What follows belongs to an exercise in optimizing a design on an open flow for small area; a production flow would make more cautious choices.
RTL that was checked went through simulation tests only; none was proved equivalent to the original.
Power and IR drop assume default switching activity.

==> inputs of 06-13 <==
==> flow/design.v <==
module pfiform_rotate #(
    parameter int LANES  = 32,
    parameter int LANE_W = 8,
    parameter int DIR    = 0
) (
    input  logic [4:0]              shift,
    input  logic [LANES*LANE_W-1:0] din,
    output logic [LANES*LANE_W-1:0] dout_n
);
    logic [LANES*LANE_W-1:0] s1_n;
    logic [LANES*LANE_W-1:0] s2_n;
    logic [3:0]              h1_n;
    logic [3:0]              h2_n;
    always_comb begin
        for (int j = 0; j < 4; j++) begin
            h1_n[j] = (shift[2:1] != 2'(j));
            h2_n[j] = (shift[4:3] != 2'(j));
        end
    end
    pfiform_rot2i #(.LANES(LANES), .LANE_W(LANE_W), .SH(1), .DIR(DIR)) u_s0 (
        .sel (shift[0]), .din (din), .dout_n (s1_n));
    pfiform_rot4n #(.LANES(LANES), .LANE_W(LANE_W), .SH(2), .DIR(DIR)) u_s1 (
        .h_n (h1_n), .x_n (s1_n), .y_n (s2_n));
    pfiform_rot4n #(.LANES(LANES), .LANE_W(LANE_W), .SH(8), .DIR(DIR)) u_s2 (
        .h_n (h2_n), .x_n (s2_n), .y_n (dout_n));
endmodule
module pfiform_rot2i #(
    parameter int LANES  = 32,
    parameter int LANE_W = 8,
    parameter int SH     = 1,
    parameter int DIR    = 0
) (
    input  logic                    sel,
    input  logic [LANES*LANE_W-1:0] din,
    output logic [LANES*LANE_W-1:0] dout_n
);
    localparam int OFS = DIR ? SH : (LANES - SH);
    always_comb begin
        for (int l = 0; l < LANES; l++) begin
            dout_n[l*LANE_W +: LANE_W] = ~(sel ? din[((l + OFS) % LANES)*LANE_W +: LANE_W]
                                               : din[l*LANE_W +: LANE_W]);
        end
    end
endmodule
module pfiform_rot4n #(
    parameter int LANES  = 32,
    parameter int LANE_W = 8,
    parameter int SH     = 1,
    parameter int DIR    = 0
) (
    input  logic [3:0]              h_n,
    input  logic [LANES*LANE_W-1:0] x_n,
    output logic [LANES*LANE_W-1:0] y_n
);
    localparam int W = LANES * LANE_W;
    logic [3:0][W-1:0] src_n;
    logic [3:0][W-1:0] hs_n;
    logic [1:0][W-1:0] pair;
    always_comb begin
        for (int j = 0; j < 4; j++) begin
            hs_n[j] = {W{h_n[j]}};
            for (int l = 0; l < LANES; l++) begin
                src_n[j][l*LANE_W +: LANE_W] =
                    x_n[((l + (DIR ? j * SH : LANES - j * SH)) % LANES)*LANE_W +: LANE_W];
            end
        end
    end
    pfiform_pair_sel #(.W(W)) u_p0 (
        .a_n (hs_n[0]), .b_n (src_n[0]), .c_n (hs_n[1]), .d_n (src_n[1]), .y (pair[0]));
    pfiform_pair_sel #(.W(W)) u_p1 (
        .a_n (hs_n[2]), .b_n (src_n[2]), .c_n (hs_n[3]), .d_n (src_n[3]), .y (pair[1]));
    assign y_n = ~(pair[0] | pair[1]);
endmodule
module pfiform_bank_sel #(
    parameter int LANES  = 32,
    parameter int LANE_W = 8
) (
    input  logic [LANES-1:0][3:0]           hot_n,
    input  logic [3:0][LANES*LANE_W-1:0]    q_n,
    output logic [LANES*LANE_W-1:0]         y_n
);
    localparam int W = LANES * LANE_W;
    logic [3:0][W-1:0] hs_n;
    logic [1:0][W-1:0] pair;
    always_comb begin
        for (int b = 0; b < 4; b++) begin
            for (int l = 0; l < LANES; l++) begin
                hs_n[b][l*LANE_W +: LANE_W] = {LANE_W{hot_n[l][b]}};
            end
        end
    end
    pfiform_pair_sel #(.W(W)) u_p0 (
        .a_n (hs_n[0]), .b_n (q_n[0]), .c_n (hs_n[1]), .d_n (q_n[1]), .y (pair[0]));
    pfiform_pair_sel #(.W(W)) u_p1 (
        .a_n (hs_n[2]), .b_n (q_n[2]), .c_n (hs_n[3]), .d_n (q_n[3]), .y (pair[1]));
    assign y_n = ~(pair[0] | pair[1]);
endmodule
module pfiform_rot_last #(
    parameter int LANES  = 32,
    parameter int LANE_W = 8
) (
    input  logic [LANES-1:0]        sel_lo_n,
    input  logic [LANES-1:0]        sel_hi_n,
    input  logic [LANES*LANE_W-1:0] x_n,
    output logic [LANES*LANE_W-1:0] dout
);
    localparam int W = LANES * LANE_W;
    logic [W-1:0] lo_n;
    logic [W-1:0] hi_n;
    logic [W-1:0] src_hi_n;
    always_comb begin
        for (int k = 0; k < LANES; k++) begin
            lo_n[k*LANE_W +: LANE_W]     = {LANE_W{sel_lo_n[k]}};
            hi_n[k*LANE_W +: LANE_W]     = {LANE_W{sel_hi_n[k]}};
            src_hi_n[k*LANE_W +: LANE_W] = x_n[((k + LANES / 2) % LANES)*LANE_W +: LANE_W];
        end
    end
    pfiform_pair_sel #(.W(W)) u_p (
        .a_n (lo_n), .b_n (x_n), .c_n (hi_n), .d_n (src_hi_n), .y (dout));
endmodule
module pfiform_pair_sel #(
    parameter int W = 256
) (
    input  logic [W-1:0] a_n,
    input  logic [W-1:0] b_n,
    input  logic [W-1:0] c_n,
    input  logic [W-1:0] d_n,
    output logic [W-1:0] y
);
    assign y = ~((a_n | b_n) & (c_n | d_n));
endmodule
module pfiform_therm (
    input  logic [4:0]  x,
    output logic [31:0] gt
);
    logic [31:0] g;
    logic [31:0] gn;
    always_comb begin
        g = '0;
        for (int k = 0; k < 5; k++) begin
            gn = '0;
            for (int l = 0; l < (2 << k); l++) begin
                if (l & (1 << k)) gn[l] = x[k] & g[l & ((1 << k) - 1)];
                else              gn[l] = x[k] | g[l];
            end
            g = gn;
        end
        gt = g;
    end
endmodule
module pfiform_gearbox #(
    parameter int LANES  = 32,
    parameter int LANE_W = 8,
    parameter int DEPTH  = 128
) (
    input  logic                       i_core_clk,
    input  logic                       i_rx_rst,
    input  logic                       i_flush,
    input  logic                       JoinEnable,
    output logic                       JoinPermit,
    input  logic [$clog2(LANES + 1)-1:0]    JoinAmount,
    input  logic [LANES*LANE_W-1:0]    JoinData,
    input  logic                       PopPermit,
    input  logic [$clog2(LANES + 1)-1:0]    PopAmount,
    output logic                       PopEnable,
    output logic [LANES*LANE_W-1:0]    PopData,
    output logic [$clog2(LANES + 1)-1:0]    PopCount,
    output logic [$clog2(DEPTH + 1)-1:0]    Level,
    output logic                       ProtErr
);
    localparam int W  = LANES * LANE_W;
    localparam int CW = $clog2(LANES + 1);
    localparam int LW = $clog2(DEPTH + 1);
    localparam int PW = $clog2(DEPTH);
    localparam int OW = $clog2(LANES);
    localparam int NB = DEPTH / LANES;
    localparam int BW = $clog2(NB);
    localparam logic [CW-1:0] LANES_C  = CW'(LANES);
    localparam logic [LW:0]   ROOM_MAX = (LW + 1)'(DEPTH - LANES);
    localparam logic IDLE  = 1'b0;
    localparam logic DRAIN = 1'b1;
    logic          state;
    logic [PW-1:0] wr_ptr;
    logic [PW-1:0] pop_ptr;    
    logic          join_ok;
    logic          pop_ok;
    logic          join_fire;
    logic          pop_full;
    logic          pop_part;
    logic          prot_hit;
    logic [CW-1:0] join_n;
    logic [CW-1:0] pop_n;
    assign JoinPermit = (state == IDLE) && ({1'b0, Level} <= ROOM_MAX);
    assign join_ok   = (JoinAmount != '0) && (JoinAmount <= LANES_C);
    assign pop_ok    = (PopAmount != '0) && (PopAmount <= LANES_C);
    assign join_fire = JoinEnable && JoinPermit && join_ok;
    assign pop_full  = PopPermit && pop_ok && (Level >= LW'(PopAmount));
    assign pop_part  = PopPermit && pop_ok && (state == DRAIN) && (Level != '0) &&
                       (Level < LW'(PopAmount));
    assign pop_n  = pop_full ? PopAmount : (pop_part ? Level[CW-1:0] : '0);
    assign join_n = join_fire ? JoinAmount : '0;
    assign prot_hit = (JoinEnable && (!JoinPermit || !join_ok)) || (PopPermit && !pop_ok);
    assign PopEnable = (PopCount != '0);
    logic [OW-1:0]              wr_off;
    logic [BW-1:0]              wr_bank;
    logic [NB-1:0]              wr_bank_hot;
    logic [W-1:0]               wr_rot_n;
    logic [OW:0]                wr_end;
    logic [LANES-1:0]           wr_gt_off;
    logic [LANES-1:0]           wr_gt_end;
    logic [LANES-1:0]           wr_win;
    logic [NB-1:0][LANES-1:0]   wr_en;
    logic [NB-1:0][W-1:0]       mem_n;
    assign wr_off  = wr_ptr[OW-1:0];
    assign wr_bank = wr_ptr[PW-1:OW];
    assign wr_end  = {1'b0, wr_off} + (OW + 1)'(JoinAmount);
    pfiform_rotate #(
        .LANES  (LANES),
        .LANE_W (LANE_W),
        .DIR    (0)
    ) u_wr_rot (
        .shift  (wr_off),
        .din    (JoinData),
        .dout_n (wr_rot_n)
    );
    pfiform_therm u_wr_t0 (.x (wr_off),          .gt (wr_gt_off));
    pfiform_therm u_wr_t1 (.x (wr_end[OW-1:0]),  .gt (wr_gt_end));
    always_comb begin
        for (int b = 0; b < NB; b++) begin
            wr_bank_hot[b] = (wr_bank == BW'(b));
        end
        for (int l = 0; l < LANES; l++) begin
            wr_win[l] = join_fire &&
                        (wr_end[OW] ? (!wr_gt_off[l] || wr_gt_end[l]) : (!wr_gt_off[l] && wr_gt_end[l]));
        end
        for (int b = 0; b < NB; b++) begin
            for (int l = 0; l < LANES; l++) begin
                wr_en[b][l] = wr_win[l] &&
                              (wr_gt_off[l] ? wr_bank_hot[(b + NB - 1) % NB] : wr_bank_hot[b]);
            end
        end
    end
    always_ff @(posedge i_core_clk) begin
        for (int b = 0; b < NB; b++) begin
            for (int l = 0; l < LANES; l++) begin
                if (wr_en[b][l]) begin
                    mem_n[b][l*LANE_W +: LANE_W] <= wr_rot_n[l*LANE_W +: LANE_W];
                end
            end
        end
    end
    logic [OW-1:0]              rd_off;
    logic [LANES-1:0][BW-1:0]   rd_lane_bank;
    logic [LANES-1:0]           cnt_gt;
    logic [LANES-1:0][NB-1:0]   rd_hot_n;
    logic [3:0]                 rd_h1_n;
    logic [3:0]                 rd_h2_n;
    logic [LANES-1:0]           rd_lo_n;
    logic [LANES-1:0]           rd_hi_n;
    logic [W-1:0]               rd_s0_n;
    logic [W-1:0]               rd_s1_n;
    logic [W-1:0]               rd_s2_n;
    assign rd_off  = pop_ptr[OW-1:0];
    logic [PW-1:0]              rd_ptr_now;
    logic [LANES-1:0]           rd_gt_nxt;
    assign rd_ptr_now = pop_ptr + PW'(PopCount);
    pfiform_therm u_rd_t0 (.x (rd_ptr_now[OW-1:0]), .gt (rd_gt_nxt));
    always_ff @(posedge i_core_clk) begin
        for (int l = 0; l < LANES; l++) begin
            rd_lane_bank[l] <= rd_ptr_now[PW-1:OW] + BW'(rd_gt_nxt[l]);
        end
        for (int j = 0; j < 4; j++) begin
            rd_h1_n[j] <= (rd_ptr_now[1:0] != 2'(j));
            rd_h2_n[j] <= (rd_ptr_now[3:2] != 2'(j));
        end
    end
    pfiform_therm u_rd_t1 (.x (PopCount[OW-1:0]),   .gt (cnt_gt));
    always_comb begin
        for (int l = 0; l < LANES; l++) begin
            for (int b = 0; b < NB; b++) begin
                rd_hot_n[l][b] = (rd_lane_bank[l] != BW'(b));
            end
        end
        for (int k = 0; k < LANES; k++) begin
            rd_lo_n[k] = !((PopCount[OW] || cnt_gt[k]) && !rd_off[OW-1]);
            rd_hi_n[k] = !((PopCount[OW] || cnt_gt[k]) &&  rd_off[OW-1]);
        end
    end
    pfiform_bank_sel #(
        .LANES  (LANES),
        .LANE_W (LANE_W)
    ) u_rd_sel (
        .hot_n (rd_hot_n),
        .q_n   (mem_n),
        .y_n   (rd_s0_n)
    );
    pfiform_rot4n #(.LANES(LANES), .LANE_W(LANE_W), .SH(1), .DIR(1)) u_rd_s1 (
        .h_n (rd_h1_n), .x_n (rd_s0_n), .y_n (rd_s1_n));
    pfiform_rot4n #(.LANES(LANES), .LANE_W(LANE_W), .SH(4), .DIR(1)) u_rd_s2 (
        .h_n (rd_h2_n), .x_n (rd_s1_n), .y_n (rd_s2_n));
    pfiform_rot_last #(
        .LANES  (LANES),
        .LANE_W (LANE_W)
    ) u_rd_last (
        .sel_lo_n (rd_lo_n),
        .sel_hi_n (rd_hi_n),
        .x_n      (rd_s2_n),
        .dout     (PopData)
    );
    logic [LW-1:0] lvl_j;
    logic [LW-1:0] lvl_p;
    logic [LW-1:0] lvl_jp;
    logic [LW-1:0] lvl_nxt;
    assign lvl_j  = Level + LW'(JoinAmount);
    assign lvl_p  = Level - LW'(PopAmount);
    assign lvl_jp = Level + LW'(JoinAmount) - LW'(PopAmount);
    always_comb begin
        if (pop_part)
            lvl_nxt = LW'(join_n);
        else if (pop_full)
            lvl_nxt = join_fire ? lvl_jp : lvl_p;
        else
            lvl_nxt = join_fire ? lvl_j : Level;
    end
    always_ff @(posedge i_core_clk) begin
        if (i_rx_rst) begin
            state    <= IDLE;
            wr_ptr   <= '0;
            pop_ptr  <= '0;
            PopCount <= '0;
            Level    <= '0;
            ProtErr  <= 1'b0;
        end else begin
            wr_ptr   <= wr_ptr + PW'(join_n);
            pop_ptr  <= rd_ptr_now;
            PopCount <= pop_n;
            Level    <= lvl_nxt;
            ProtErr  <= ProtErr | prot_hit;
            case (state)
                IDLE:    if (i_flush && (Level != '0)) state <= DRAIN;
                DRAIN:   if (Level == '0) state <= IDLE;
                default: state <= IDLE;
            endcase
        end
    end
endmodule
==> flow/flow/run.sh <==
#!/bin/bash
# The standard layout (the standard.sh: standard synthesis, then ORFS to finish), with one
# change: the buffers that ORFS puts on every input and output port are plain
# sky130_fd_sc_hd__buf_1 cells (the resizer may still upsize them) instead of the delay cell that
# buffer_ports picks by default. The full make output goes to standard_run.log.
set -euo pipefail
bash standard.sh BUFFER_PORTS_ARGS="-buffer_cell sky130_fd_sc_hd__buf_1" finish > standard_run.log 2>&1
==> flow/standard.sh <==
#!/bin/bash
# synth_recipe.tcl (not shown) runs the flow's synth.tcl, then flattens the netlist and writes it again
# the make line also repeats each setting of config.mk as NAME=value (left out here)
make -C /OpenROAD-flow-scripts/flow DESIGN_CONFIG=/design/flow/config.mk WORK_HOME=/design/flow/orfs CLKGATE_MAP_FILE= SYNTH_SCRIPT=/design/flow/synth_recipe.tcl "${@:-finish}"
==> flow/config.mk <==
export PLATFORM = sky130hd
export DESIGN_NAME = pfiform_gearbox
export DESIGN_NICKNAME = pfiform_gearbox
export VERILOG_FILES = /design/flow/design.v
export SDC_FILE = /design/flow/constraint.sdc
export NUM_CORES = 4
export LEC_CHECK = 0
export CAP_MARGIN = 20
export CORE_MARGIN = 2
export CORE_UTILIZATION = 55
export SETUP_SLACK_MARGIN = 0.1
export SLEW_MARGIN = 20
export SYNTH_HIERARCHICAL = 1
export SYNTH_MINIMUM_KEEP_SIZE = 0
==> flow/constraint.sdc <==
create_clock -name core_clock -period 5.0 [get_ports {i_core_clk}]
set_input_delay 1.0000 -clock core_clock [delete_from_list [all_inputs] [get_ports {i_core_clk}]]
set_output_delay 1.0000 -clock core_clock [all_outputs]
set_load 0.01 [all_outputs]
==> 07-25: changes against 06-13 <==
--- a/flow/design.v
+++ b/flow/design.v
@@ -264,9 +264,11 @@
     logic [PW-1:0]              rd_ptr_now;
     logic [LANES-1:0]           rd_gt_nxt;
-    assign rd_ptr_now = pop_ptr + PW'(PopCount);
+    logic [BW-1:0]              rd_bank_inc;
+    assign rd_ptr_now  = pop_ptr + PW'(PopCount);
+    assign rd_bank_inc = rd_ptr_now[PW-1:OW] + BW'(1);
     pfiform_therm u_rd_t0 (.x (rd_ptr_now[OW-1:0]), .gt (rd_gt_nxt));
     always_ff @(posedge i_core_clk) begin
         for (int l = 0; l < LANES; l++) begin
-            rd_lane_bank[l] <= rd_ptr_now[PW-1:OW] + BW'(rd_gt_nxt[l]);
+            rd_lane_bank[l] <= rd_gt_nxt[l] ? rd_bank_inc : rd_ptr_now[PW-1:OW];
         end
         for (int j = 0; j < 4; j++) begin
CAP_MARGIN = 30   (was 20)
CTS_CLUSTER_DIAMETER = 80   (was unset)
CTS_CLUSTER_SIZE = 25   (was unset)
SETUP_SLACK_MARGIN = 0.4   (was 0.1)
SLEW_MARGIN = 30   (was 20)
==> run notes <==
metric	06-13	07-25
Launching element of the worst setup path	rd_lane_bank[47]$_DFF_P_	rd_lane_bank[34]$_DFF_P_
Insertion delay to the later sink of the worst-skew pair	0.76 ns	0.71 ns
Clock buffers created by TritonCTS	107	53
Met2 Wirelength	135000 um	135000 um
Clock Skew	0.0778 ns	0.0473 ns
Worst setup slack after placement	0.297 ns	0.511 ns
Maximum single-stage delay on the critical path	0.75 ns	0.40 ns
Pin count of the biggest net entering global routing	164	168
Slew at the pin closest to its max-slew limit	1.30 ns	1.33 ns
Post-Synthesis Net Count	7038	7058
Switching Share	0.514	0.496
Hpwl dp	268000 um	268000 um
Vias per inst	7.90	7.88
Final GP Congestion	1.15	1.12
Area taken by multi-input logic gates	32000 sq um	32500 sq um
Fin crit share	1.01	0.964
Met2 demand-to-capacity share in global routing	0.748	0.746
Share of the synthesized area in compound gates (AO/OA/AOI/OAI)	0.303	0.299
Die area	122000 sq um	122000 sq um
Share of total power in the clock network	0.162	0.132
Area occupied by registers	32800 sq um	32800 sq um
Cell area reported after detailed placement	72600 sq um	72200 sq um
Multi-input combinational area share	0.419	0.435
Violation count after the first detailed-routing iteration	16300	16100
Total track usage	0.543	0.537
Status	failed layout checks	timing/DRC/antenna clean
Reasons for failing layout checks	setup timing	-
Sequential share of cell area	0.430	0.440
Function not checked in 06-13: the RTL went through the layout flow alone.

## static timing again, ports no longer ideal
The flow's constraints put no driver on any port. The routed layouts listed below were extracted and timed again, unchanged, in two steps.
Step 1 (the two cells are an assumption about what drives the block):
set clk [get_ports {i_core_clk}]
set_driving_cell -lib_cell sky130_fd_sc_hd__clkbuf_16 $clk
set_driving_cell -lib_cell sky130_fd_sc_hd__buf_2 [delete_from_list [all_inputs] $clk]
Step 2 also shifts input and output timing later by t, the mid clock arrival at the registers, as if the neighbouring blocks saw the same clock.
Slacks: ideal ports / drivers / drivers and shift; pairs: ideal ports / drivers.
| run | t (ns) | slack for setup (ns) | latest minus earliest clock arrival (ns) | worst slew at a driven data input, ns | pins driven straight from the clock port |
|---|---|---|---|---|---|
| 06-13 | 0.802 | -0.048 / -0.133 / 0.051 | 0.082 / 0.082 | 0.08 | 1 |
| 07-25 | 0.775 | 0.182 / 0.097 / 0.340 | 0.049 / 0.050 | 0.09 | 1 |
